This design comes from an exercise in tuning for small area and a short achievable clock period on the open sky130 flow, not from production work.
In this exercise RTL edits were held to simulation tests only and were not proved equivalent to the original.
No activity file was given, so power comes from the tool's default toggle rates.

`design.v`:
```
module multicycle_datapath (
   input  logic        clk,
   input  logic        rst,
   input  logic        IorD,
   input  logic        ALUSrcA,
   input  logic [1:0]  ALUSrcB,
   input  logic [1:0]  PCSrc,
   input  logic        IRWrite,
   input  logic        PCWrite,
   input  logic        MemWrite,
   input  logic        RegDst,
   input  logic        MemtoReg,
   input  logic        RegWrite,
   input  logic        Branch,
   input  logic [1:0]  ALUOp,
   input  logic [31:0] RD,
   output logic [5:0]  OP,
   output logic [5:0]  Funct,
   output logic [31:0] ADR,
   output logic [31:0] WD,
   output logic        WE,
   output logic [31:0] outputPC,
   output logic        PCEn,
   output logic        Zero
);
   logic [31:0] pc_q, instr_q, data_q, a_q, b_q, alu_out_q;
   logic [31:1][31:0] rf_q;
   logic [4:0]  rs, rt, a3;
   logic [31:0] wbus;
   logic [31:1] we, hold, sel_a, sel_b;
   assign rs   = instr_q[25:21];
   assign rt   = instr_q[20:16];
   assign a3   = RegDst ? instr_q[15:11] : instr_q[20:16];
   assign wbus = {32{rst}} & (MemtoReg ? data_q : alu_out_q);
   always_comb begin
      for (int r = 1; r < 32; r++) begin
         we[r]    = (RegWrite && a3 == r[4:0]) || !rst;
         hold[r]  = rst && !(RegWrite && a3 == r[4:0]);
         sel_a[r] = rst && rs == r[4:0];
         sel_b[r] = rst && rt == r[4:0];
      end
   end
   always_ff @(posedge clk) begin
      for (int r = 1; r < 32; r++)
         rf_q[r] <= ({32{we[r]}} & wbus) | ({32{hold[r]}} & rf_q[r]);
   end
   logic [31:0] a_d, b_d;
   always_comb begin
      a_d = '0;
      b_d = '0;
      for (int r = 1; r < 32; r++) begin
         a_d = a_d | ({32{sel_a[r]}} & rf_q[r]);
         b_d = b_d | ({32{sel_b[r]}} & rf_q[r]);
      end
   end
   logic [31:0] sign_imm, src_a, src_b, sum, alu_result, pc_next;
   logic        op_add, op_sub, op_and, op_or, op_slt;
   logic        f_sub, f_and, f_or, f_slt;
   assign sign_imm = {{16{instr_q[15]}}, instr_q[15:0]};
   assign src_a    = ALUSrcA ? a_q : pc_q;
   always_comb begin
      case (ALUSrcB)
         2'b00:   src_b = b_q;
         2'b01:   src_b = 32'd4;
         2'b10:   src_b = sign_imm;
         default: src_b = {sign_imm[29:0], 2'b00};
      endcase
   end
   assign f_sub = instr_q[5:0] == 6'b100010;
   assign f_and = instr_q[5:0] == 6'b100100;
   assign f_or  = instr_q[5:0] == 6'b100101;
   assign f_slt = instr_q[5:0] == 6'b101010;
   assign op_sub = (ALUOp == 2'b01) || (ALUOp == 2'b10 && f_sub);
   assign op_and = (ALUOp == 2'b10 && f_and);
   assign op_or  = (ALUOp == 2'b11) || (ALUOp == 2'b10 && f_or);
   assign op_slt = (ALUOp == 2'b10 && f_slt);
   assign op_add = !(op_sub || op_and || op_or || op_slt);
   logic [31:0] x, o, n;
   logic        lt;
   assign x   = src_a ^ src_b;
   assign o   = src_a | src_b;
   assign n   = src_a & src_b;
   assign sum = src_a + (src_b ^ {32{op_sub}}) + {31'd0, op_sub};
   assign lt  = (src_a[31] ^ src_b[31]) ? src_a[31] : (src_a[30:0] < src_b[30:0]);
   always_comb begin
      alu_result = sum;
      if (op_and) alu_result = n;
      if (op_or)  alu_result = o;
      if (op_slt) alu_result = {31'd0, lt};
   end
   logic z_add, z_sub, z_and, z_or;
   assign z_add = ~|(x ^ {o[30:0], 1'b0});
   assign z_sub = ~|x;
   assign z_and = ~|n;
   assign z_or  = ~|o;
   logic zero, pc_en;
   always_comb begin
      case (ALUOp)
         2'b00:   zero = z_add;
         2'b01:   zero = z_sub;
         2'b11:   zero = z_or;
         default: zero = f_sub ? z_sub : f_and ? z_and : f_or ? z_or : f_slt ? !lt : z_add;
      endcase
   end
   assign pc_en   = PCWrite | (Branch & zero);
   assign pc_next = (PCSrc == 2'b01) ? alu_out_q : alu_result;
   always_ff @(posedge clk) begin
      if (!rst) begin
         pc_q      <= '0;
         instr_q   <= '0;
         data_q    <= '0;
         a_q       <= '0;
         b_q       <= '0;
         alu_out_q <= '0;
      end else begin
         if (pc_en)   pc_q    <= pc_next;
         if (IRWrite) instr_q <= RD;
         data_q    <= RD;
         a_q       <= a_d;
         b_q       <= b_d;
         alu_out_q <= alu_result;
      end
   end
   assign OP       = instr_q[31:26];
   assign Funct    = instr_q[5:0];
   assign ADR      = IorD ? alu_out_q : pc_q;
   assign WD       = b_q;
   assign WE       = MemWrite;
   assign outputPC = pc_q;
   assign PCEn     = pc_en;
   assign Zero     = zero;
endmodule
```
`run.sh`:
```
#!/bin/bash
# synth_recipe.tcl (not shown) runs the flow's synth.tcl, then flattens the netlist and writes it again
# the make line also repeats each setting of config.mk as NAME=value (left out here)
make -C /OpenROAD-flow-scripts/flow DESIGN_CONFIG=/design/flow/config.mk WORK_HOME=/design/flow/orfs CLKGATE_MAP_FILE= SYNTH_SCRIPT=/design/flow/synth_recipe.tcl finish
```
`config.mk`:
```
export PLATFORM = sky130hd
export DESIGN_NAME = multicycle_datapath
export DESIGN_NICKNAME = multicycle_datapath
export VERILOG_FILES = /design/flow/design.v
export SDC_FILE = /design/flow/constraint.sdc
export NUM_CORES = 4
export LEC_CHECK = 0
export ABC_CLOCK_PERIOD_IN_PS = 2500
export CAP_MARGIN = 20
export CORE_MARGIN = 2
export CORE_UTILIZATION = 40
export SETUP_SLACK_MARGIN = 2.5
export SLEW_MARGIN = 20
```
`constraint.sdc`:
```
create_clock -name core_clock -period 7.5 [get_ports {clk}]
set_input_delay 1.5000 -clock core_clock [delete_from_list [all_inputs] [get_ports {clk}]]
set_output_delay 1.5000 -clock core_clock [all_outputs]
set_load 0.01 [all_outputs]
```
==> results of run 1 <==
-- worst max-delay path, stage by stage --
cell	delay, ps
buf_6	90
buf_8	130
bufbuf_16	280
nand2_1	50
o21ai_1	80
a22o_4	250
ha_4	220
or4_4	540
nor3_4	240
and2_4	180
nand4_1	110
nor2b_1	170
mux4_2	500
nor2_4	150
o21a_1	160
buf_2	140
-- layout make-up --
cell class	instances	area [µm²]
fill	11400	67700
sequential	1184	33600
timing repair buffer	417	4100
clock buffer	145	3220
antenna	7	17.5
multi-input combinational	2484	19700
tap	1755	2200
inverter	89	337
clock inverter	73	876
-- path summary, 6_finish.rpt --
kind / start / endpoint / cells after the start / slack (ps)
max: ALUSrcB[0] / Zero / 16 / 1200
min: instr_q[26] / instr_q[26] / 2 / 500
max reg2reg: instr_q[5] / pc_q[28] / 18 / 3030
min reg2reg: instr_q[26] / instr_q[26] / 2 / 500
-- layout by cell type, fill, tap and decap left out, types with 104 or more instances in the layout --
cell type,instances
a221oi_1,179
a22o_1,182
a22oi_1,552
buf_4,215
clkbuf_16,123
clkdlybuf4s50_1,146
dfxtp_1,192
edfxtp_1,992
ha_1,104
nand3_1,217
nor2_1,148
-- cell families after synthesis --
family,after synthesis
multiplexers,148
AO/OA/AOI/OAI,1290
buffers and inverters,381
XOR/XNOR,81
flip-flops,1184
AND/OR/NAND/NOR,838
adder cells (fa/ha/maj),126
-- per-layer routing --
metal,global-route usage,wire length (µm),part of all wire,up-vias
met3,0.171,47000,0.18,1337
li1,-,-,-,17000
met4,0.212,20500,0.078,8
met5,0,100,0.00038,-
met1,0.467,88600,0.34,21900
met2,0.540,108000,0.41,4971
-- stage by stage --
step           setup TNS (ps)  total power [mW]  std cells  area, µm²   util
4_1_cts                     0              16.4       6136      63800  0.484
5_1_grt                     0              16.8       6149      64100  0.486
2_1_floorplan               0              9.10       4048      53600      -
3_5_place_dp             -308              10.1       5872      58700  0.446
3_3_place_gp             -371              10.2       5868      58600  0.445
6_report                    0              16.5       6154      64100  0.486
-- timing repair --
| action | in CTS | in global routing |
|---|---|---|
| buffers inserted | 41 | 5 |
| pin swaps | 30 | 7 |
| gates cloned | 5 | 0 |
| hold buffers | 0 | 0 |
| resized for setup | 92 | 14 |
| endpoints found under the setup margin | 46 | 22 |
| endpoints found under the hold margin | 0 | 0 |
-- report_power, final --
part	internal (mW)	total (mW)	switching (mW)
clock	3.58	6.30	2.72
sequential	7.75	8.16	0.411
combinational	0.716	2.09	1.37
==> run_results.csv, run 1 <==
group,metric,value,unit
synth,muxShareOfSynthArea,0.0296,
synth,synth_edf_count,992,
synth,ys_async_sr_fraction,0,
placement,port_buffers,157,
die,core_area,0.132,mm²
worst_setup_path,worst-path-max-fanout,11,
global_routing,grt_max_degree,40,
synth,ys_warn_count,1,
drt,ant_nets,0,
die,die_x,369,µm
clocking,cts_tree,"done",
finish,fin_nets,4466,
synth,yosysMostFrequentCell,"edfxtp_1",
timing,setup_ws,1200,ps
timing,worst_slew_pin_slew,1380,ps
synth,synthesis.nets,4223,
placement,hpwl,156000,µm
synth,synthSimpleGateAreaFrac,0.0797,
timing,fmax,0.159,GHz
finish,synthToLayoutAreaGrowth,20.2,%
timing,setup_viol,0,
synth,ys_ff_latch,1184,
synth,yosysSeqAreaShare,0.631,
synth,synth_top_area_frac,0.559,
die,io_pins,160,
global_routing,antenna_found_initial,11,
run_status,status,"timing/DRC/antenna clean",
timing,rsz0062_at_grt,"yes",
synth,syn_inst,4048,
timing,fin_crit_sh,0.840,
synth,synth.distinct_cells,82,
timing,slew_headroom,0.0801,
drt,first_pass_iters,12,
worst_setup_path,critPathLaunchType,"primary input",
pwr,p_leak,23.2,nW
worst_setup_path,endpoint_kind,"output port",
drt,vias_per_cell,7.35,
drt,wl,264000,µm
synth,yosysTopAreaCell,"edfxtp_1",
global_routing,grt_util_all_layers,0.376,
clocking,htreeDepth,3,
clocking,clock_path_buffers,3,
synth,synth_commonest_cells,"edfxtp_1, a22oi_1, clkbuf_1, nor2_1, nand3_1",
drt,routedWlPerCell,42.9,µm
clocking,cts-root-buf,"clkbuf_16",
clocking,clock_sinks,1184,
clocking,clk_latency,790,ps
synth,synthFlopType,"edfxtp_1",
drt,drtIter0Drc,10900,
placement,place_congestion,1.04,
synth,synth.avg_cell_area,13.2,µm²
pwr,power.density,258,mW/mm²
worst_setup_path,crit_type,"primary input to output port",
clocking,cts.clk_slew.worst_paths,70,ps
drt,drc_errors,0,
job,cap_violations,0,
die,initial_utilization,0.404,
timing,fin_crit,6300,ps
die,num_rows,133,
synth,syn_area,0.0533,mm²
clocking,cts_buffers,115,
global_routing,grt_pass1_vias,42200,
finish,drive_above_1_share,0.169,
synth,synth_adder_area_share,0.0297,
global_routing,grt_pass1_wl,353000,µm
worst_setup_path,required,6000,ps
die,die-area,0.136,mm²
drt,vias,45200,
timing,slew_violations,0,
die,die_height,369,µm
timing,hold_violations,0,
pwr,ir_drop,0.212,mV
synth,synth_top_family_by_area,"compound AO/OA/AOI/OAI gates",
placement,dp_slack,-155,ps
worst_setup_path,worstPathArrival,4800,ps
synth,yosys.area_share.xor_xnor,0.0133,
synth,synthTopCellsByArea,"edfxtp_1, a22oi_1, dfxtp_1, a22o_1, a221oi_1",
min_path,min_path_type,"flop to flop",
timing,finalClockSkew,41.7,ps
timing,hold_ws,505,ps
synth,synth_compound_area_frac,0.188,
global_routing,overflow,0,
==> inputs of run 2 (changes only) <==
--- a/design.v
+++ b/design.v
@@ -88,20 +88,13 @@
       if (op_or)  alu_result = o;
       if (op_slt) alu_result = {31'd0, lt};
    end
-   logic z_add, z_sub, z_and, z_or;
-   assign z_add = ~|(x ^ {o[30:0], 1'b0});
-   assign z_sub = ~|x;
-   assign z_and = ~|n;
-   assign z_or  = ~|o;
-   logic zero, pc_en;
-   always_comb begin
-      case (ALUOp)
-         2'b00:   zero = z_add;
-         2'b01:   zero = z_sub;
-         2'b11:   zero = z_or;
-         default: zero = f_sub ? z_sub : f_and ? z_and : f_or ? z_or : f_slt ? !lt : z_add;
-      endcase
-   end
+   logic [31:0] e;
+   logic        zero, pc_en;
+   assign e    = ~(({32{op_add}} & (x ^ {o[30:0], 1'b0})) |
+                   ({32{op_sub}} & x) |
+                   ({32{op_or}}  & o) |
+                   ({32{op_and}} & n));
+   assign zero = (&e) & ~(op_slt & lt);
    assign pc_en   = PCWrite | (Branch & zero);
    assign pc_next = (PCSrc == 2'b01) ? alu_out_q : alu_result;
    always_ff @(posedge clk) begin
--- a/config.mk
+++ b/config.mk
@@ -5,9 +5,10 @@
 export SDC_FILE = /design/flow/constraint.sdc
 export NUM_CORES = 4
 export LEC_CHECK = 0
-export ABC_CLOCK_PERIOD_IN_PS = 2500
 export CAP_MARGIN = 20
 export CORE_MARGIN = 2
 export CORE_UTILIZATION = 40
-export SETUP_SLACK_MARGIN = 2.5
+export CTS_CLUSTER_DIAMETER = 80
+export CTS_CLUSTER_SIZE = 25
+export SETUP_SLACK_MARGIN = 1.5
 export SLEW_MARGIN = 20
==> run 2 against run 1 <==
Compared with the run above:
- still clean
- utilization is 2.3 points lower
- setup slack improved by 310 ps
- flip-flop and latch count is the same
- first-iteration DRC count up 2.2%
- total power shrank 15%
- clock-buffer cell count shrank 52
- critical path depth decreased by 2
- synthesized area down 0.68%
- global-route usage increased by 0.12 points
- critical path type unchanged
- critical endpoint is now PCEn
- largest cell class unchanged
- largest power group unchanged
- highest routed layer unchanged
==> run_results.csv, run 2 <==
group,metric,value,unit
clocking,clock_sinks,1184,
finish,multi_input_area,0.0193,mm²
die,num_rows,133,
die,die_height,368,µm
finish,synthToLayoutAreaGrowth,15.0,%
synth,synthTopCellsByArea,"edfxtp_1, a22oi_1, dfxtp_1, ha_1, a221oi_1",
global_routing,overflow,0,
synth,synthFlopType,"edfxtp_1",
worst_setup_path,worstPathArrival,4490,ps
synth,ys_ff_latch,1184,
pwr,power.density,231,mW/mm²
timing,rsz0062_at_grt,"yes",
clocking,cts.clk_slew.worst_paths,90,ps
synth,yosysSeqAreaShare,0.635,
worst_setup_path,cpPeakStageDelay,520,ps
synth,synth.distinct_cells,70,
finish,seq_area,0.0336,mm²
finish,fin_nets,4340,
worst_setup_path,endpoint_kind,"output port",
drt,vias_per_cell,7.45,
timing,setup_viol,0,
run_status,status,"timing/DRC/antenna clean",
min_path,min_path_type,"flop to flop",
timing,hold_violations,0,
finish,drive_above_1_share,0.127,
pwr,p_leak,21.7,nW
global_routing,grt_max_degree,65,
die,die_x,368,µm
clocking,cts_hold_buf,0,
synth,synth_top_area_frac,0.563,
worst_setup_path,required,6000,ps
drt,drtIter0Drc,11100,
drt,wl,265000,µm
min_path,min_to,"instr_q[30]",
global_routing,grt_util_all_layers,0.377,
finish,final_cell_mix,"edfxtp_1, a22oi_1, nand3_1",
global_routing,grt_pass1_vias,41200,
finish,final_common_cell,"edfxtp_1",
worst_setup_path,critPathLaunchType,"primary input",
placement,port_buffers,157,
synth,syn_area,0.0529,mm²
min_path,worstHoldStart,"instr_q[30]",
timing,slew_headroom,0.0712,
drt,vias,44500,
timing,tns,0,ps
global_routing,antenna_found_initial,12,
timing,slew_violations,0,
die,initial_utilization,0.403,
clocking,cts-root-buf,"clkbuf_16",
drt,drc_errors,0,
synth,synth_commonest_cells,"edfxtp_1, a22oi_1, clkbuf_1, nor2_1, nand3_1",
timing,fin_crit_sh,0.798,
synth,synth.avg_cell_area,13.2,µm²
timing,fmax,0.167,GHz
clocking,htreeDepth,2,
worst_setup_path,regToRegEndpoint,"pc_q[21]",
pwr,ir_drop,0.223,mV
synth,synth_edf_count,992,
synth,syn_inst,4019,
synth,ys_warn_count,1,
job,cap_violations,0,
finish,fillers,11700,
synth,yosysMostFrequentCell,"edfxtp_1",
clocking,clk_latency,770,ps
timing,fin_crit,5990,ps
drt,ant_nets,0,
synth,synthesis.nets,4194,
clocking,clock_path_buffers,3,
worst_setup_path,worst_r2r_path_depth,14,
worst_setup_path,crit_type,"primary input to output port",
worst_setup_path,r2r_start,"instr_q[1]",
die,die-area,0.135,mm²
die,io_pins,160,
placement,place_congestion,0.996,
worst_setup_path,worst_path_max_delay_cell,"or4b_4",
synth,yosysTopAreaCell,"edfxtp_1",
drt,routedWlPerCell,44.3,µm
pwr,fin_total_pwr,14.0,mW
timing,worst_slew_pin_slew,1390,ps
timing,finalClockSkew,53.3,ps
clocking,cts_tree,"done",
min_path,whs_path_depth,2,
synth,ys_async_sr_fraction,0,
global_routing,grt_pass1_wl,352000,µm
worst_setup_path,crit_chain,"buf_12 -> and2_1 -> buf_12 -> a21oi_4 -> inv_1 -> ha_4 -> nor4_4 -> nand3_2 -> or4b_4 -> nor3_2 -> nor2_1 -> nor3_2 -> a41o_2 -> buf_2",
drt,first_pass_iters,10,
worst_setup_path,r2r_slack,2590,ps
placement,hpwl,159000,µm
clocking,cts_buffers,57,
die,core_area,0.131,mm²
worst_setup_path,worst-path-max-fanout,11,
run 2: cells by family after synthesis:
family | after synthesis | synth area share
flip-flops | 1184 | 0.635
adder cells (fa/ha/maj) | 126 | 0.0299
XOR/XNOR | 90 | 0.0149
buffers and inverters | 376 | 0.0277
AO/OA/AOI/OAI | 1286 | 0.185
multiplexers | 155 | 0.0304
AND/OR/NAND/NOR | 802 | 0.0770
run 2: worst max path at each step:
stage	start	endpoint	slack, ps
floorplan	ALUSrcB[1]	PCEn	1600
global placement	ALUSrcB[0]	PCEn	390
detailed placement	ALUSrcB[0]	PCEn	410
CTS	ALUSrcA	PCEn	1500
global route	ALUSrcB[1]	PCEn	1470
finish	ALUSrcB[1]	PCEn	1510
run 2: final cells by class:
cell class	instances	area share
Antenna cell	4	0.000164
Clock inverter	14	0.00366
Clock buffer	93	0.0260
Multi-Input combinational cell	2459	0.316
Sequential cell	1184	0.552
Tap cell	1755	0.0361
Timing Repair Buffer	377	0.0601
Inverter	86	0.00532
run 2: critical path: cells and delay by family:
family,cells,cell delay [ps]
AOI/OAI and AO/OA,2,440
adders and majority gates,1,260
buffers and inverters,4,550
and+or+nand+nor,7,1700
run 2: where the power goes:
group | internal, mW | switching, mW | total (mW) | leakage, nW
logic | 0.692 | 1.35 | 2.04 | 9.04
clock network | 1.56 | 2.26 | 3.82 | 0.861
registers | 7.74 | 0.445 | 8.19 | 11.8
run 2: timing repair:
action / in CTS / in global routing
pin swaps: 8 / 10
resized for setup: 72 / 28
buffers inserted: 14 / 6
gates cloned: 2 / 0
hold endpoints to repair: 0 / 0
setup endpoints to repair: 2 / 2
run 2: per-stage QoR:
step	setup slack [ps]	utilization	cell area [µm²]	instances	hold slack, ps
3_3_place_gp	390	0.441	57900	5821	478
3_5_place_dp	410	0.443	58200	5832	483
5_1_grt	1470	0.463	60900	5968	552
6_report	1510	0.463	60900	5972	503
4_1_cts	1500	0.461	60600	5955	504
2_1_floorplan	1600	-	53100	4019	457
run 2: per-layer routing:
layer  share of wire  GRT usage
met1            0.33      0.458
met2            0.42      0.558
met3            0.17      0.154
met4           0.083      0.234
met5         0.00054    0.00178
==> inputs of run 3 (changes only) <==
--- a/config.mk
+++ b/config.mk
@@ -10,5 +10,5 @@
 export CORE_UTILIZATION = 40
 export CTS_CLUSTER_DIAMETER = 80
 export CTS_CLUSTER_SIZE = 25
-export SETUP_SLACK_MARGIN = 1.5
+export SETUP_SLACK_MARGIN = 2.0
 export SLEW_MARGIN = 20
==> run 3 against run 2 <==
Compared with the run above:
- die area stayed put
- still clean on timing, DRC and antenna
- design area is 0.41% higher
- cell count is 0.13% higher
- largest cell class unchanged
- wire length is 1.2% lower
- sequential power hardly changed
- largest power group unchanged
- setup slack better by 160 ps
- synthesized area stayed put
- clock skew is 12 ps lower
==> run_results.csv, run 3 <==
group,metric,value,unit
pwr,clkPwrFrac,0.271,
worst_setup_path,critPathLaunchType,"primary input",
worst_setup_path,required,6000,ps
synth,synthSimpleGateAreaFrac,0.0770,
placement,place_inst,5817,
synth,yosysMostFrequentCell,"edfxtp_1",
synth,syn_inst,4019,
drt,ant_nets,0,
timing,hold_violations,0,
synth,syn_area,0.0529,mm²
synth,yosysTopAreaCell,"edfxtp_1",
synth,yosysSeqAreaShare,0.635,
timing,worst_slew_pin_slew,1300,ps
finish,final_common_cell,"edfxtp_1",
worst_setup_path,endpoint_kind,"output port",
placement,hpwl,156000,µm
min_path,worstHoldStart,"alu_out_q[30]",
pwr,power.density,231,mW/mm²
worst_setup_path,r2r_slack,2720,ps
die,io_pins,160,
global_routing,grt_max_degree,65,
drt,wl,261000,µm
placement,dpl_cell_area,0.0582,mm²
drt,vias,44600,
synth,yosys.area_share.xor_xnor,0.0149,
global_routing,grt_pass1_vias,41300,
worst_setup_path,worst_r2r_path_depth,14,
timing,rsz0062_at_grt,"yes",
drt,vias_per_cell,7.46,
global_routing,overflow,0,
global_routing,antenna_found_initial,9,
die,die-area,0.135,mm²
drt,drtIter0Drc,11100,
synth,muxShareOfSynthArea,0.0304,
synth,synth_commonest_cells,"edfxtp_1, a22oi_1, clkbuf_1, nor2_1, nand3_1",
clocking,clock_sinks,1184,
finish,final_cell_mix,"edfxtp_1, a22oi_1, buf_4",
synth,synth_top_area_frac,0.563,
placement,dp_slack,73.4,ps
pwr,p_leak,21.7,nW
job,cap_violations,0,
timing,fmax,0.172,GHz
worst_setup_path,crit_type,"primary input to output port",
min_path,min_path_type,"flop to flop",
clocking,cts-root-buf,"clkbuf_16",
pwr,internal_power,10.0,mW
timing,slew_violations,0,
finish,layoutNonFillerInstCount,5980,
finish,drive_above_1_share,0.138,
die,num_rows,133,
global_routing,grt_pass1_wl,348000,µm
synth,synthesis.nets,4194,
timing,fin_crit,5830,ps
global_routing,grt_util_all_layers,0.372,
min_path,whs_path_depth,2,
synth,synthFlopType,"edfxtp_1",
timing,setup_ws,1670,ps
die,core_area,0.131,mm²
synth,ys_async_sr_fraction,0,
finish,design_area,0.0611,mm²
synth,synthTopCellsByArea,"edfxtp_1, a22oi_1, dfxtp_1, ha_1, a221oi_1",
pwr,sw_frac_of_total,0.290,
die,die_height,368,µm
worst_setup_path,r2r_start,"instr_q[1]",
timing,slew_headroom,0.130,
pwr,ir_drop,0.214,mV
die,initial_utilization,0.403,
finish,synthToLayoutAreaGrowth,15.5,%
timing,tns,0,ps
synth,synth_compound_area_frac,0.185,
clocking,cts_buffers,58,
worst_setup_path,setup.worst_path.start,"ALUSrcA",
synth,synth_adder_area_share,0.0299,
timing,setup_viol,0,
worst_setup_path,regToRegEndpoint,"pc_q[21]",
synth,synth.distinct_cells,70,
pwr,netSwitchingPower,4.08,mW
pwr,combPwrFrac,0.149,
pwr,p_seq_frac,0.580,
die,die_x,368,µm
synth,ys_ff_latch,1184,
worst_setup_path,worstPathArrival,4330,ps
drt,drc_errors,0,
clocking,clk_latency,740,ps
synth,ys_warn_count,1,
placement,port_buffers,157,
drt,first_pass_iters,10,
worst_setup_path,worst-path-max-fanout,8,
timing,finalClockSkew,41.5,ps
clocking,clock_path_buffers,3,
synth,synth.avg_cell_area,13.2,µm²
min_path,min_to,"pc_q[30]",
placement,place_congestion,0.993,
clocking,cts_hold_buf,0,
timing,fin_crit_sh,0.777,
run_status,status,"timing/DRC/antenna clean",
clocking,cts_tree,"done",
clocking,cts.clk_slew.worst_paths,90,ps
finish,fin_nets,4345,
clocking,htreeDepth,2,
drt,routedWlPerCell,43.7,µm
synth,synth_edf_count,992,
synth,synth_top_family_by_area,"compound AO/OA/AOI/OAI gates",
[run 3: cell counts after synthesis]
No cell type changed its count.
[run 3: power groups by stage]
stage / Combinational [mW] / Sequential (mW) / Clock, mW
after floorplan: 1.00 / 8.12 / 0
after global placement: 1.88 / 8.28 / 0
after detailed placement: 1.89 / 8.28 / 0
after global routing: 2.16 / 8.20 / 4.02
after CTS: 2.01 / 8.14 / 3.79
final: 2.11 / 8.18 / 3.82
[run 3: worst max-delay path by stage]
stage	to	slack, ps	depth (start not counted)
global route	PCEn	1660	15
floorplan	PCEn	1770	16
global placement	PCEn	60	13
finish	PCEn	1670	12
CTS	PCEn	1740	13
detailed placement	PCEn	70	13
[run 3: critical path: stages]
cell and delay (ps):
buf_16 130, buf_16 170, mux2_4 350, ha_4 250
nor4_4 290, nand3_2 150, or4b_4 520, nor3_2 110
nor2_1 70, nor3_2 320, a41o_2 310, buf_6 120
[run 3: cells by family (layout without fill, tap and decap cells)]
| group | Yosys count | after routing |
|---|---|---|
| AOI/OAI and AO/OA | 1286 | 1286 |
| adders and majority gates | 126 | 126 |
| DFF | 1184 | 1184 |
| and+or+nand+nor | 802 | 803 |
| buffers and inverters | 376 | 574 |
| muxes | 155 | 155 |
| xor gates and xnor gates | 90 | 90 |
| other | 0 | 7 |
[run 3: final cells by class]
class                      instances  area, µm²
clock inverter                    16        231
inverter                          86        325
tap                             1755       2200
clock buffer                      92       1590
fill                           11600      70300
timing repair buffer             380       3560
multi-input combinational       2460      19600
antenna                            7       17.5
sequential                      1184      33600
[run 3: timing repair]
item                       4_1_cts  5_1_grt
gates resized for setup        128        9
setup endpoints to repair       42       12
gates cloned                     4        0
setup buffers                   37        1
pin swaps                       27       10
[run 3: metrics by stage]
stage                      util  hold slack (ps)  power (mW)
after floorplan               -              457        9.12
after global placement    0.442              476        10.2
after detailed placement  0.442              480        10.2
after CTS                 0.463              493        13.9
after global routing      0.465              526        14.4
final                     0.465              498        14.1
[run 3: metal layers]
layer | vias to the layer above | share of wire | global-route usage
met4 | 18 | 0.081 | 0.217
met5 | - | 0.00091 | 0.00570
met2 | 4828 | 0.42 | 0.551
met3 | 1367 | 0.17 | 0.160
met1 | 21800 | 0.33 | 0.451
li1 | 16600 | - | -
==> inputs of run 4 (changes only) <==
--- a/config.mk
+++ b/config.mk
@@ -10,5 +10,5 @@
 export CORE_UTILIZATION = 40
 export CTS_CLUSTER_DIAMETER = 80
 export CTS_CLUSTER_SIZE = 25
-export SETUP_SLACK_MARGIN = 2.0
+export SETUP_SLACK_MARGIN = 2.6
 export SLEW_MARGIN = 20
==> run 4 against run 3 <==
Compared with the run above:
- total power is 0.59% lower
- via count is 0.16% lower
- first-iteration DRC count is 3.4% lower
- utilization is 0.081 points higher
- non-clock buffer count is 23 higher
- worst hold slack worse by 0.96 ps
- clock-buffer cell count is 3 lower
- synthesized cell count stayed put
- global-route usage is 0.46 points lower
- fmax is 1.9% lower
- critical path type unchanged
- critical endpoint unchanged
==> run_results.csv, run 4 <==
group,metric,value,unit
run_status,status,"timing/DRC/antenna clean",
finish,final_common_cell,"edfxtp_1",
timing,setup_viol,0,
timing,slew_headroom,0.131,
finish,fin_nets,4366,
worst_setup_path,crit_type,"primary input to output port",
drt,drc_errors,0,
timing,fin_crit_sh,0.793,
synth,synth_top_family_by_area,"compound AO/OA/AOI/OAI gates",
synth,yosysTopAreaCell,"edfxtp_1",
clocking,htreeDepth,2,
clocking,clock_path_buffers,3,
placement,port_buffers,157,
clocking,cts.clk_slew.worst_paths,90,ps
placement,place_congestion,0.984,
drt,vias,44500,
global_routing,grt_pass1_vias,41200,
finish,synthToLayoutAreaGrowth,15.7,%
die,core_area,0.131,mm²
synth,synth_edf_count,992,
placement,dp_slack,107,ps
global_routing,grt.busiest_layer,"met2",
drt,ant_nets,0,
timing,slew_violations,0,
timing,setup_ws,1560,ps
synth,synth_top_area_frac,0.563,
pwr,internal_power,9.99,mW
synth,ys_async_sr_fraction,0,
min_path,min_path_type,"flop to flop",
clocking,clock_sinks,1184,
synth,yosys.area_share.xor_xnor,0.0149,
timing,hold_violations,0,
finish,design_area,0.0612,mm²
synth,ys_ff_latch,1184,
synth,muxShareOfSynthArea,0.0304,
clocking,cts_hold_buf,0,
synth,synth_compound_area_frac,0.185,
timing,tns,0,ps
die,die_x,368,µm
global_routing,grt_max_degree,65,
finish,fillers,11600,
global_routing,grt_pass1_wl,345000,µm
timing,fin_crit,5940,ps
synth,yosysMostFrequentCell,"edfxtp_1",
clocking,cts-root-buf,"clkbuf_16",
global_routing,overflow,0,
finish,layoutNonFillerInstCount,6006,
pwr,p_leak,21.9,nW
drt,routedWlPerCell,43.0,µm
worst_setup_path,critPathLaunchType,"primary input",
synth,yosysSeqAreaShare,0.635,
global_routing,grt_util_met1,0.443,
global_routing,met2_usage,0.535,
worst_setup_path,worst-path-max-fanout,7,
global_routing,grt_util_all_layers,0.368,
placement,hpwl,154000,µm
pwr,clkPwrFrac,0.270,
pwr,combPwrFrac,0.147,
drt,wl,258000,µm
synth,synth_adder_area_share,0.0299,
synth,synthTopCellsByArea,"edfxtp_1, a22oi_1, dfxtp_1, ha_1, a221oi_1",
placement,place_inst,5829,
drt,first_pass_iters,10,
clocking,clk_latency,770,ps
synth,syn_inst,4019,
worst_setup_path,worstPathArrival,4440,ps
global_routing,antenna_found_initial,8,
synth,ys_warn_count,1,
worst_setup_path,required,6000,ps
clocking,cts_buffers,57,
synth,synth.distinct_cells,70,
pwr,netSwitchingPower,4.03,mW
pwr,sw_frac_of_total,0.287,
job,cap_violations,0,
die,num_rows,133,
die,initial_utilization,0.403,
finish,final_cell_mix,"edfxtp_1, a22oi_1, buf_4",
timing,fmax,0.168,GHz
clocking,cts_tree,"done",
synth,synthFlopType,"edfxtp_1",
timing,worst_slew_pin_slew,1300,ps
synth,syn_area,0.0529,mm²
pwr,p_seq_frac,0.583,
synth,synthesis.nets,4194,
worst_setup_path,endpoint_kind,"output port",
pwr,power.density,229,mW/mm²
die,die-area,0.135,mm²
synth,synthSimpleGateAreaFrac,0.0770,
synth,synth.avg_cell_area,13.2,µm²
synth,synth_commonest_cells,"edfxtp_1, a22oi_1, clkbuf_1, nor2_1, nand3_1",
global_routing,grtUsageMet3,0.163,
pwr,ir_drop,0.256,mV
drt,vias_per_cell,7.41,
die,io_pins,160,
timing,rsz0062_at_grt,"yes",
finish,drive_above_1_share,0.139,
placement,dpl_cell_area,0.0583,mm²
drt,drtIter0Drc,10700,
die,die_height,368,µm
timing,finalClockSkew,59.7,ps
pwr,fin_total_pwr,14.0,mW
==> run 4: layer usage <==
metal | part of all wire | routed length, µm | vias to the layer above
li1 | - | - | 16600
met1 | 0.33 | 85600 | 21400
met2 | 0.41 | 107000 | 5056
met3 | 0.17 | 43400 | 1418
met4 | 0.085 | 22000 | 14
met5 | 0.0011 | 272 | -
==> run 4: path summary, 6_finish.rpt <==
kind	from	end	slack [ps]	cells past startpoint
min	alu_out_q[19]	pc_q[19]	500	2
max	ALUSrcA	PCEn	1560	14
min reg2reg	alu_out_q[19]	pc_q[19]	500	2
max reg2reg	b_q[2]	pc_q[27]	2900	18
==> run 4: kinds of logic (layout without fill, tap and decap cells) <==
kind of cell	after synthesis	count (layout)
compound gates	1286	1286
xor+xnor	90	90
fa+ha+maj	126	126
buf+inv	376	594
flops	1184	1184
mux	155	155
other cells	0	14
simple gates	802	802
==> run 4: final cells by class <==
cell class / count / area (µm²) / area share
clock buffers: 89 / 1550 / 0.0253
well taps: 1755 / 2200 / 0.0359
repair buffers: 403 / 3860 / 0.0630
clock inverters: 16 / 250 / 0.00409
diodes: 14 / 35.0 / 0.000572
flip-flops and latches: 1184 / 33600 / 0.549
inverters: 86 / 324 / 0.00529
multi-input cells: 2459 / 19400 / 0.317
==> run 4: per-stage QoR <==
stage                util  hold slack, ps
global route        0.466             532
floorplan               -             457
finish              0.466             497
CTS                 0.464             493
global placement    0.443             476
detailed placement  0.444             479
==> run 4: critical path, cell delays in order <==
cell,delay (ps)
buf_12,110
buf_12,150
buf_12,190
mux2i_1,350
inv_1,140
ha_1,320
nor2_1,170
or4b_4,500
nor3_2,180
nor2_1,70
nor3_2,230
buf_4,170
a41o_4,240
buf_6,110
==> run 4: repair_timing <==
item | in CTS | in global routing
pin swaps | 28 | 15
endpoints found under the setup margin | 49 | 22
gates resized for setup | 105 | 21
buffers inserted | 44 | 8
gates cloned | 4 | 0
==> run 4: power by group through the flow <==
stage	sequential, mW	clock (mW)	combinational, mW
2_1_floorplan	8.11	0	1.01
3_3_place_gp	8.28	0	1.86
6_report	8.17	3.78	2.06
5_1_grt	8.20	3.96	2.13
3_5_place_dp	8.28	0	1.86
4_1_cts	8.14	3.75	1.97
==> inputs of run 5 (changes only) <==
--- a/config.mk
+++ b/config.mk
@@ -7,8 +7,9 @@
 export LEC_CHECK = 0
 export CAP_MARGIN = 20
 export CORE_MARGIN = 2
-export CORE_UTILIZATION = 40
+export CORE_UTILIZATION = 30
 export CTS_CLUSTER_DIAMETER = 80
 export CTS_CLUSTER_SIZE = 25
-export SETUP_SLACK_MARGIN = 2.6
+export PLACE_DENSITY = 0.5
+export SETUP_SLACK_MARGIN = 2.2
 export SLEW_MARGIN = 20
==> run 5 against run 4 <==
Compared with the run above:
- utilization down 11 points
- total power rose by 4.9%
- non-clock buffer count decreased by 19
- largest cell class unchanged
- fmax shrank 1.3%
- wire length up 10%
- global-route usage is 6.2 points lower
- clock power rose by 17%
- critical path depth is 1 lower
- highest routed layer unchanged
- setup slack worse by 77 ps
- sequential share of layout area fell by 0.90 points
- clock skew fell by 13 ps
- combinational power hardly changed
==> run_results.csv, run 5 <==
group,metric,value,unit
clocking,cts_buffers,68,
drt,first_pass_iters,13,
pwr,p_leak,22.0,nW
synth,syn_area,0.0529,mm²
clocking,clock_path_buffers,3,
finish,seq_area,0.0336,mm²
drt,drc_errors,0,
worst_setup_path,cpPeakStageDelay,530,ps
timing,finalClockSkew,46.3,ps
pwr,combPwrFrac,0.141,
pwr,internal_power,10.4,mW
worst_setup_path,r2r_slack,2740,ps
finish,synthToLayoutAreaGrowth,17.6,%
finish,drive_above_1_share,0.137,
global_routing,antenna_found_initial,15,
finish,fillers,17000,
pwr,fin_total_pwr,14.7,mW
pwr,sw_frac_of_total,0.295,
synth,synthFlopType,"edfxtp_1",
drt,wl,285000,µm
worst_setup_path,required,6000,ps
synth,synthesis.nets,4194,
die,die_x,424,µm
finish,final_cell_mix,"edfxtp_1, a22oi_1, nand3_1",
finish,fin_util,0.354,
timing,fin_crit_sh,0.803,
timing,slew_violations,0,
synth,ys_async_sr_fraction,0,
min_path,min_path_type,"flop to flop",
finish,design_area,0.0623,mm²
timing,fin_crit,6020,ps
worst_setup_path,r2r_start,"instr_q[1]",
timing,tns,0,ps
synth,synth_edf_count,992,
worst_setup_path,worstPathArrival,4520,ps
synth,syn_inst,4019,
drt,routedWlPerCell,43.3,µm
synth,ys_ff_latch,1184,
timing,setup_viol,0,
drt,drtIter0Drc,9194,
die,die_height,424,µm
finish,fin_nets,4358,
clocking,cts-root-buf,"clkbuf_16",
clocking,clk_latency,740,ps
synth,synth_commonest_cells,"edfxtp_1, a22oi_1, clkbuf_1, nor2_1, nand3_1",
drt,vias_per_cell,6.77,
finish,multi_input_area,0.0193,mm²
pwr,clkPwrFrac,0.301,
timing,rsz0062_at_grt,"yes",
die,core_area,0.176,mm²
placement,hpwl,173000,µm
placement,dpl_cell_area,0.0592,mm²
die,num_rows,154,
worst_setup_path,worst_r2r_path_depth,15,
clocking,cts_tree,"done",
synth,ys_warn_count,1,
global_routing,grt_pass1_vias,41300,
timing,fmax,0.166,GHz
global_routing,grt_util_all_layers,0.305,
worst_setup_path,crit_chain,"buf_12 -> buf_4 -> mux2_2 -> ha_4 -> nor4_4 -> nand3_2 -> or4b_4 -> nor3_4 -> nor2_2 -> nor3_4 -> buf_4 -> a41o_4 -> buf_6",
min_path,worstHoldStart,"instr_q[29]",
pwr,netSwitchingPower,4.34,mW
clocking,clock_sinks,1184,
synth,synthTopCellsByArea,"edfxtp_1, a22oi_1, dfxtp_1, ha_1, a221oi_1",
timing,hold_ws,496,ps
pwr,p_seq_frac,0.558,
drt,ant_nets,0,
job,cap_violations,0,
synth,synth_top_area_frac,0.563,
synth,synth.distinct_cells,70,
clocking,htreeDepth,3,
worst_setup_path,regToRegEndpoint,"alu_out_q[31]",
worst_setup_path,crit_type,"primary input to output port",
placement,place_congestion,0.959,
min_path,min_to,"instr_q[29]",
worst_setup_path,worst-path-max-fanout,19,
run_status,status,"timing/DRC/antenna clean",
pwr,power.density,236,mW/mm²
drt,vias,44500,
die,io_pins,160,
synth,yosysTopAreaCell,"edfxtp_1",
min_path,whs_path_depth,2,
worst_setup_path,critPathLaunchType,"primary input",
timing,worst_slew_pin_slew,1300,ps
timing,hold_violations,0,
global_routing,overflow,0,
synth,yosysMostFrequentCell,"edfxtp_1",
synth,synth.avg_cell_area,13.2,µm²
die,die-area,0.180,mm²
synth,yosysSeqAreaShare,0.635,
global_routing,grt_max_degree,65,
worst_setup_path,endpoint_kind,"output port",
worst_setup_path,worst_path_max_delay_cell,"or4b_4",
finish,final_common_cell,"edfxtp_1",
timing,slew_headroom,0.132,
placement,port_buffers,157,
pwr,ir_drop,0.160,mV
die,initial_utilization,0.301,
global_routing,grt_pass1_wl,374000,µm
clocking,cts.clk_slew.worst_paths,80,ps
-- run 5: cell types whose count changed in the layout (fill, tap and decap cells not counted), sizes merged --
| cell | before | now |
|---|---|---|
| diode | 14 | 7 |
| inv | 92 | 105 |
| buf | 253 | 236 |
| bufbuf | 2 | 0 |
| clkinvlp | 0 | 2 |
| clkinv | 8 | 10 |
-- run 5: how the worst max path moves through the flow --
stage | from | endpoint | slack [ps]
5_1_grt | ALUSrcB[1] | PCEn | 1440
3_3_place_gp | ALUSrcB[0] | PCEn | -100
4_1_cts | ALUSrcB[1] | PCEn | 1530
3_5_place_dp | ALUSrcB[0] | PCEn | -60
6_report | ALUSrcA | PCEn | 1480
2_1_floorplan | ALUSrcB[1] | PCEn | 1770
-- run 5: area by class of cell --
| type | count | area share |
|---|---|---|
| Antenna cell | 7 | 0.000281 |
| Inverter | 86 | 0.00522 |
| Timing Repair Buffer | 384 | 0.0604 |
| Clock buffer | 89 | 0.0298 |
| Sequential cell | 1184 | 0.540 |
| Tap cell | 2340 | 0.0470 |
| Multi-Input combinational cell | 2459 | 0.310 |
| Clock inverter | 33 | 0.00717 |
-- run 5: power groups by stage --
stage | sequential [mW] | combinational [mW] | clock (mW)
floorplan | 8.12 | 1.00 | 0
global placement | 8.34 | 1.93 | 0
detailed placement | 8.33 | 1.93 | 0
CTS | 8.18 | 1.99 | 4.41
global route | 8.24 | 2.15 | 4.63
finish | 8.21 | 2.07 | 4.42
-- run 5: worst max-delay path: cells and delay by family --
kind	cells	cell delay [ps]
simple gates	6	1510
buf+inv	4	590
mux	1	400
fa+ha+maj	1	270
compound gates	1	210
-- run 5: layer usage --
layer,share of wire,up-vias,global-route usage
met5,0.00042,-,0
met4,0.072,18,0.175
met3,0.14,1105,0.105
met2,0.43,4327,0.462
met1,0.35,22400,0.378
li1,-,16700,-
-- run 5: stage by stage --
| stage | worst slack (ps) | std cells |
|---|---|---|
| 3_5_place_dp | -62.6 | 6413 |
| 3_3_place_gp | -105 | 6405 |
| 4_1_cts | 1530 | 6556 |
| 6_report | 1480 | 6582 |
| 5_1_grt | 1440 | 6575 |
| 2_1_floorplan | 1770 | 4019 |
-- run 5: logic make-up (layout without fill, tap and decap cells) --
family          Yosys count  after routing  synth area share
other cells               0              7                 0
xor+xnor                 90             90            0.0149
buf+inv                 376            592            0.0277
mux                     155            155            0.0304
compound gates         1286           1286             0.185
flops                  1184           1184             0.635
simple gates            802            802            0.0770
fa+ha+maj               126            126            0.0299
-- run 5: timing repair --
item | 4_1_cts | 5_1_grt
cloned | 1 | 0
setup endpoints to repair | 48 | 9
gates resized for setup | 69 | 11
hold buffers | 0 | 0
setup buffers | 20 | 13
pin swaps | 11 | 10
==> inputs of run 6 (changes only) <==
--- a/config.mk
+++ b/config.mk
@@ -7,9 +7,9 @@
 export LEC_CHECK = 0
 export CAP_MARGIN = 20
 export CORE_MARGIN = 2
-export CORE_UTILIZATION = 30
+export CORE_UTILIZATION = 50
 export CTS_CLUSTER_DIAMETER = 80
 export CTS_CLUSTER_SIZE = 25
-export PLACE_DENSITY = 0.5
-export SETUP_SLACK_MARGIN = 2.2
+export PLACE_DENSITY = 0.65
+export SETUP_SLACK_MARGIN = 2.0
 export SLEW_MARGIN = 20
==> run 6 against run 5 <==
Compared with the run above:
- cell count is 14% lower
- synthesized area stayed put
- utilization is 22 points higher
- wire length is 9.9% lower
- critical path depth is 1 lower
- die area is 40% lower
- sequential share of layout area is 1.2 points higher
- highest routed layer unchanged
==> run_results.csv, run 6 <==
group,metric,value,unit
clocking,cts.clk_slew.worst_paths,90,ps
pwr,ir_drop,0.241,mV
die,die_x,329,µm
die,core_area,0.105,mm²
worst_setup_path,endpoint_kind,"output port",
worst_setup_path,r2r_start,"instr_q[1]",
pwr,sw_frac_of_total,0.285,
pwr,fin_total_pwr,14.1,mW
drt,routedWlPerCell,45.5,µm
drt,highest_layer,"met5",
synth,yosysMostFrequentCell,"edfxtp_1",
finish,synthToLayoutAreaGrowth,15.0,%
die,io_pins,160,
drt,wl_met1,81800,µm
global_routing,grt_pass1_vias,41100,
pwr,clkPwrFrac,0.273,
timing,tns,0,ps
finish,final_common_cell,"edfxtp_1",
clocking,cts_buffers,57,
drt,wl_met3,47200,µm
placement,hpwl,152000,µm
pwr,internal_power,10.1,mW
global_routing,grt_util_all_layers,0.460,
clocking,cts_tree,"done",
placement,place_congestion,1.01,
clocking,cts-root-buf,"clkbuf_16",
clocking,cts_hold_buf,0,
min_path,worstHoldStart,"instr_q[27]",
pwr,power.density,232,mW/mm²
drt,vias,44800,
worst_setup_path,regToRegEndpoint,"alu_out_q[31]",
synth,synth_commonest_cells,"edfxtp_1, a22oi_1, clkbuf_1, nor2_1, nand3_1",
global_routing,grt_max_degree,65,
synth,synthFlopType,"edfxtp_1",
synth,synth_top_area_frac,0.563,
timing,worst_slew_pin_slew,1330,ps
synth,synthesis.nets,4194,
synth,syn_area,0.0529,mm²
placement,dp_slack,72.1,ps
clocking,clock_sinks,1184,
timing,slew_headroom,0.108,
drt,drc_errors,0,
min_path,min_path_type,"flop to flop",
synth,ys_ff_latch,1184,
drt,ant_nets,0,
drt,wl,257000,µm
pwr,p_seq_frac,0.579,
clocking,clock_path_buffers,3,
worst_setup_path,worstPathArrival,4330,ps
synth,yosysTopAreaCell,"edfxtp_1",
timing,fin_crit_sh,0.777,
job,cap_violations,0,
timing,setup_ws,1670,ps
synth,synthTopCellsByArea,"edfxtp_1, a22oi_1, dfxtp_1, ha_1, a221oi_1",
placement,port_buffers,157,
drt,first_pass_iters,14,
die,initial_utilization,0.504,
worst_setup_path,critPathLaunchType,"primary input",
synth,ys_warn_count,1,
worst_setup_path,worst_r2r_path_depth,14,
die,num_rows,119,
timing,setup_viol,0,
synth,synth.distinct_cells,70,
synth,synth.avg_cell_area,13.2,µm²
run_status,status,"timing/DRC/antenna clean",
worst_setup_path,worst-path-max-fanout,6,
pwr,combPwrFrac,0.148,
timing,rsz0062_at_grt,"yes",
timing,fin_crit,5830,ps
synth,yosysSeqAreaShare,0.635,
timing,fmax,0.172,GHz
synth,synth_edf_count,992,
global_routing,overflow,0,
clocking,clk_latency,750,ps
die,die_height,329,µm
worst_setup_path,required,6000,ps
drt,drtIter0Drc,11100,
timing,finalClockSkew,42.1,ps
drt,vias_per_cell,7.93,
worst_setup_path,r2r_slack,2660,ps
worst_setup_path,crit_type,"primary input to output port",
global_routing,grt_pass1_wl,340000,µm
synth,ys_async_sr_fraction,0,
drt,route.met2.wl,105000,µm
finish,fin_nets,4371,
finish,drive_above_1_share,0.142,
pwr,netSwitchingPower,4.02,mW
die,die-area,0.109,mm²
pwr,p_leak,21.9,nW
global_routing,antenna_found_initial,13,
timing,slew_violations,0,
synth,syn_inst,4019,
min_path,min_to,"instr_q[27]",
clocking,htreeDepth,2,
finish,final_cell_mix,"edfxtp_1, a22oi_1, buf_4",
timing,hold_violations,0,
min_path,whs_path_depth,2,
run 6: cell counts after synthesis:
No cell type changed its count.
run 6: cell families after synthesis:
kind of cell	count (synthesis)	share of synthesized area
AOI/OAI and AO/OA	1286	0.185
DFF	1184	0.635
and+or+nand+nor	802	0.0770
buffers and inverters	376	0.0277
muxes	155	0.0304
adders and majority gates	126	0.0299
xor gates and xnor gates	90	0.0149
run 6: power groups by stage:
| stage | registers, mW | clock network (mW) | logic (mW) |
|---|---|---|---|
| final | 8.17 | 3.86 | 2.09 |
| after global routing | 8.20 | 4.04 | 2.15 |
| after CTS | 8.13 | 3.82 | 1.97 |
| after detailed placement | 8.27 | 0 | 1.88 |
| after global placement | 8.27 | 0 | 1.88 |
| after floorplan | 8.12 | 0 | 1.00 |
run 6: final cells by class:
type	count	area, µm²
fill	8374	44300
multi-input combinational	2459	19400
inverter	86	324
sequential	1184	33600
timing repair buffer	408	3840
tap	1391	1740
antenna	12	30.0
clock inverter	12	203
clock buffer	95	1640
run 6: worst max path at each step:
stage / from / endpoint / slack (ps) / depth (start not counted)
2_1_floorplan: ALUSrcB[1] / PCEn / 1770 / 16
3_3_place_gp: ALUSrcB[0] / PCEn / 50 / 13
3_5_place_dp: ALUSrcB[0] / PCEn / 70 / 13
4_1_cts: ALUSrcB[1] / PCEn / 1750 / 14
5_1_grt: ALUSrcB[1] / PCEn / 1630 / 14
6_report: ALUSrcA / PCEn / 1670 / 12
run 6: through the flow:
stage | utilization | instances | hold slack, ps | area [µm²]
2_1_floorplan | - | 4019 | 457 | 53400
6_report | 0.579 | 5647 | 508 | 60900
3_3_place_gp | 0.550 | 5471 | 474 | 57800
4_1_cts | 0.574 | 5612 | 509 | 60400
5_1_grt | 0.579 | 5638 | 543 | 60800
3_5_place_dp | 0.550 | 5474 | 486 | 57800
run 6: timing repair:
item / in CTS / in global routing
cloned: 2 / 1
hold endpoints to repair: 0 / 0
buffers inserted: 29 / 17
resized for setup: 95 / 38
pin swaps: 16 / 11
endpoints found under the setup margin: 40 / 12
run 6: critical path, cell delays in order:
cell and delay [ps]:
buf_16 130, buf_16 150, mux2_4 340, ha_4 260, nor4_4 320, nand3_2 160, or4b_4 520, nor3_2 110
nor2_1 70, nor3_2 270, a41o_2 330, buf_6 130
run 6: routing by layer:
| metal | track usage | vias to the layer above |
|---|---|---|
| li1 | - | 16700 |
| met1 | 0.554 | 21500 |
| met2 | 0.657 | 5165 |
| met3 | 0.223 | 1495 |
| met4 | 0.297 | 10 |
| met5 | 0.00957 | - |
==> inputs of run 7 (changes only) <==
--- a/config.mk
+++ b/config.mk
@@ -7,9 +7,9 @@
 export LEC_CHECK = 0
 export CAP_MARGIN = 20
 export CORE_MARGIN = 2
-export CORE_UTILIZATION = 50
+export CORE_UTILIZATION = 45
 export CTS_CLUSTER_DIAMETER = 80
 export CTS_CLUSTER_SIZE = 25
-export PLACE_DENSITY = 0.65
+export PLACE_DENSITY = 0.62
 export SETUP_SLACK_MARGIN = 2.0
 export SLEW_MARGIN = 20
==> run 7 against run 6 <==
Compared with the run above:
- global-route usage fell by 4.4 points
- non-clock buffer count is 14 lower
- flip-flop and latch count unchanged
- design area hardly changed
- fmax fell by 0.11%
- largest power group unchanged
- first-iteration DRC count is 3.8% lower
- critical path depth is 1 higher
- clock-buffer cell count down 4
- combinational power is essentially flat
- die area increased by 11%
- critical endpoint unchanged
- synthesized cell count did not move
- critical path type unchanged
- cell count up 2.0%
==> run_results.csv, run 7 <==
group,metric,value,unit
finish,final_cell_mix,"edfxtp_1, a22oi_1, buf_4",
die,die-area,0.120,mm²
timing,fin_crit,5830,ps
finish,fin_nets,4358,
finish,synthToLayoutAreaGrowth,14.9,%
global_routing,grt_pass1_vias,41400,
die,num_rows,125,
drt,ant_nets,0,
timing,worst_slew_pin_slew,1350,ps
global_routing,antenna_found_initial,14,
die,die_x,347,µm
clocking,cts-root-buf,"clkbuf_16",
job,cap_violations,0,
die,core_area,0.116,mm²
worst_setup_path,worstPathArrival,4330,ps
timing,tns,0,ps
timing,rsz0062_at_grt,"yes",
synth,synth_commonest_cells,"edfxtp_1, a22oi_1, clkbuf_1, nor2_1, nand3_1",
drt,vias,44400,
worst_setup_path,endpoint_kind,"output port",
timing,hold_violations,0,
synth,syn_inst,4019,
placement,port_buffers,157,
timing,slew_violations,0,
drt,first_pass_iters,14,
worst_setup_path,worst_path_max_delay_cell,"ha_1",
finish,fin_util,0.523,
pwr,power.density,231,mW/mm²
finish,drive_above_1_share,0.135,
timing,setup_ws,1670,ps
global_routing,grt_max_degree,65,
drt,drtIter0Drc,10700,
synth,synthTopCellsByArea,"edfxtp_1, a22oi_1, dfxtp_1, ha_1, a221oi_1",
timing,fmax,0.171,GHz
worst_setup_path,r2r_slack,2700,ps
drt,routedWlPerCell,45.1,µm
synth,yosysMostFrequentCell,"edfxtp_1",
synth,synth.distinct_cells,70,
synth,yosysSeqAreaShare,0.635,
clocking,cts.clk_slew.worst_paths,100,ps
worst_setup_path,crit_type,"primary input to output port",
drt,drc_errors,0,
synth,synth.avg_cell_area,13.2,µm²
synth,synth_edf_count,992,
finish,final_common_cell,"edfxtp_1",
pwr,p_leak,21.8,nW
pwr,ir_drop,0.187,mV
global_routing,grt_pass1_wl,345000,µm
global_routing,grt_util_all_layers,0.416,
clocking,clock_path_buffers,3,
placement,dp_slack,34.7,ps
global_routing,overflow,0,
die,die_height,347,µm
synth,yosysTopAreaCell,"edfxtp_1",
synth,syn_area,0.0529,mm²
clocking,htreeDepth,2,
clocking,cts_tree,"done",
synth,synthesis.nets,4194,
die,initial_utilization,0.455,
die,io_pins,160,
timing,fin_crit_sh,0.778,
worst_setup_path,worst-path-max-fanout,6,
timing,finalClockSkew,34.6,ps
drt,wl,260000,µm
placement,hpwl,156000,µm
synth,ys_async_sr_fraction,0,
synth,synth_top_area_frac,0.563,
worst_setup_path,critPathLaunchType,"primary input",
drt,vias_per_cell,7.72,
worst_setup_path,required,6000,ps
synth,ys_ff_latch,1184,
timing,slew_headroom,0.101,
worst_setup_path,cpPeakStageDelay,400,ps
clocking,cts_buffers,57,
placement,place_congestion,1.02,
synth,synthFlopType,"edfxtp_1",
run_status,status,"timing/DRC/antenna clean",
min_path,min_path_type,"flop to flop",
clocking,clock_sinks,1184,
timing,setup_viol,0,
synth,ys_warn_count,1,
worst_setup_path,crit_chain,"buf_16 -> buf_2 -> buf_4 -> mux2i_1 -> inv_1 -> ha_1 -> xor2_1 -> nand4_1 -> nor4_2 -> a221oi_2 -> nor3_2 -> a41o_2 -> buf_6",
clocking,clk_latency,760,ps
==> run 7: final timing paths <==
check                                   start             to  depth (start not counted)
worst max-delay path                  ALUSrcA           PCEn                         13
worst min-delay path            alu_out_q[24]       pc_q[24]                          2
worst max register to register     instr_q[1]  alu_out_q[31]                         15
worst min register to register  alu_out_q[24]       pc_q[24]                          2
==> run 7: stage by stage <==
stage	cell area (µm²)	instances	total power, mW	hold WS [ps]
detailed placement	58000	5591	10.2	486
finish	60800	5760	14.0	507
global placement	57800	5586	10.2	477
floorplan	53400	4019	9.12	457
CTS	60400	5735	13.9	504
global route	60800	5755	14.3	534
==> run 7: metal layers <==
metal,global-route usage,part of all wire
met5,0.00240,0.00081
met4,0.261,0.085
met3,0.176,0.17
met2,0.613,0.42
met1,0.504,0.33
==> run 7: layout make-up <==
cell class                 instances  area (µm²)
inverter                          86         324
sequential                      1184       33600
clock buffer                      91        1560
tap                             1524        1910
antenna                            5        12.5
multi-input combinational       2460       19400
fill                            9812       55500
timing repair buffer             394        3760
clock inverter                    16         233
==> run 7: critical path, delay by kind of cell <==
kind / cells / cell delay (ps)
buffers and inverters: 5 / 720
muxes: 1 / 220
adders and majority gates: 1 / 400
AOI/OAI and AO/OA: 2 / 420
xor gates and xnor gates: 1 / 280
and+or+nand+nor: 3 / 790
==> run 7: what timing repair did <==
| item | in CTS | in global routing |
|---|---|---|
| cloned | 3 | 0 |
| pin swaps | 15 | 12 |
| endpoints found under the setup margin | 39 | 9 |
| buffers inserted | 34 | 15 |
| gates resized for setup | 76 | 37 |
| hold buffers | 0 | 0 |
==> run 7: where the power goes <==
group          switching [mW]  internal [mW]
Sequential              0.436           7.74
Combinational            1.36          0.710
Clock                    2.23           1.55
Total                    4.03           10.0
==> run 7: cells by family (layout without fill, tap and decap cells) <==
family / count (synthesis) / in the layout / share of synthesized area
AOI/OAI and AO/OA: 1286 / 1286 / 0.185
xor gates and xnor gates: 90 / 90 / 0.0149
adders and majority gates: 126 / 126 / 0.0299
buffers and inverters: 376 / 587 / 0.0277
DFF: 1184 / 1184 / 0.635
muxes: 155 / 155 / 0.0304
other: 0 / 5 / 0
and+or+nand+nor: 802 / 803 / 0.0770

-- separate check: timing with driven ports --
Ports are ideal in the flow. The routed layouts listed here were re-timed in OpenROAD. Step 1 sets driving cells, clkbuf_16 on the clock port and buf_2 on the other inputs (assumed; they add their load-dependent delay and slew). Step 2 also shifts input and output timing later by t, the mid clock arrival at the registers, as if the neighbouring blocks saw the same clock. a / b / c = ideal / step 1 / step 2; a / b = the first two.
| run | t (ns) | setup slack, ns | worst hold slack (ns) |
|---|---|---|---|
| run 1 | 0.847 | 1.199 / 1.164 / 1.164 | 0.505 / 0.505 / 0.505 |
| run 2 | 0.825 | 1.513 / 1.390 / 0.942 | 0.503 / 0.503 / 0.503 |
| run 3 | 0.803 | 1.670 / 1.554 / 1.391 | 0.498 / 0.498 / 0.498 |
| run 4 | 0.825 | 1.556 / 1.484 / 1.484 | 0.497 / 0.497 / 0.497 |
| run 5 | 0.797 | 1.478 / 1.351 / 1.351 | 0.496 / 0.496 / 0.496 |
| run 6 | 0.807 | 1.672 / 1.534 / 1.200 | 0.508 / 0.508 / 0.508 |
| run 7 | 0.815 | 1.666 / 1.566 / 1.259 | 0.507 / 0.507 / 0.507 |
After both steps setup and hold are still met in every run listed. For run 2, which loses most, drivers alone change the setup slack by -0.123 ns; drivers and shift together by -0.571 ns.
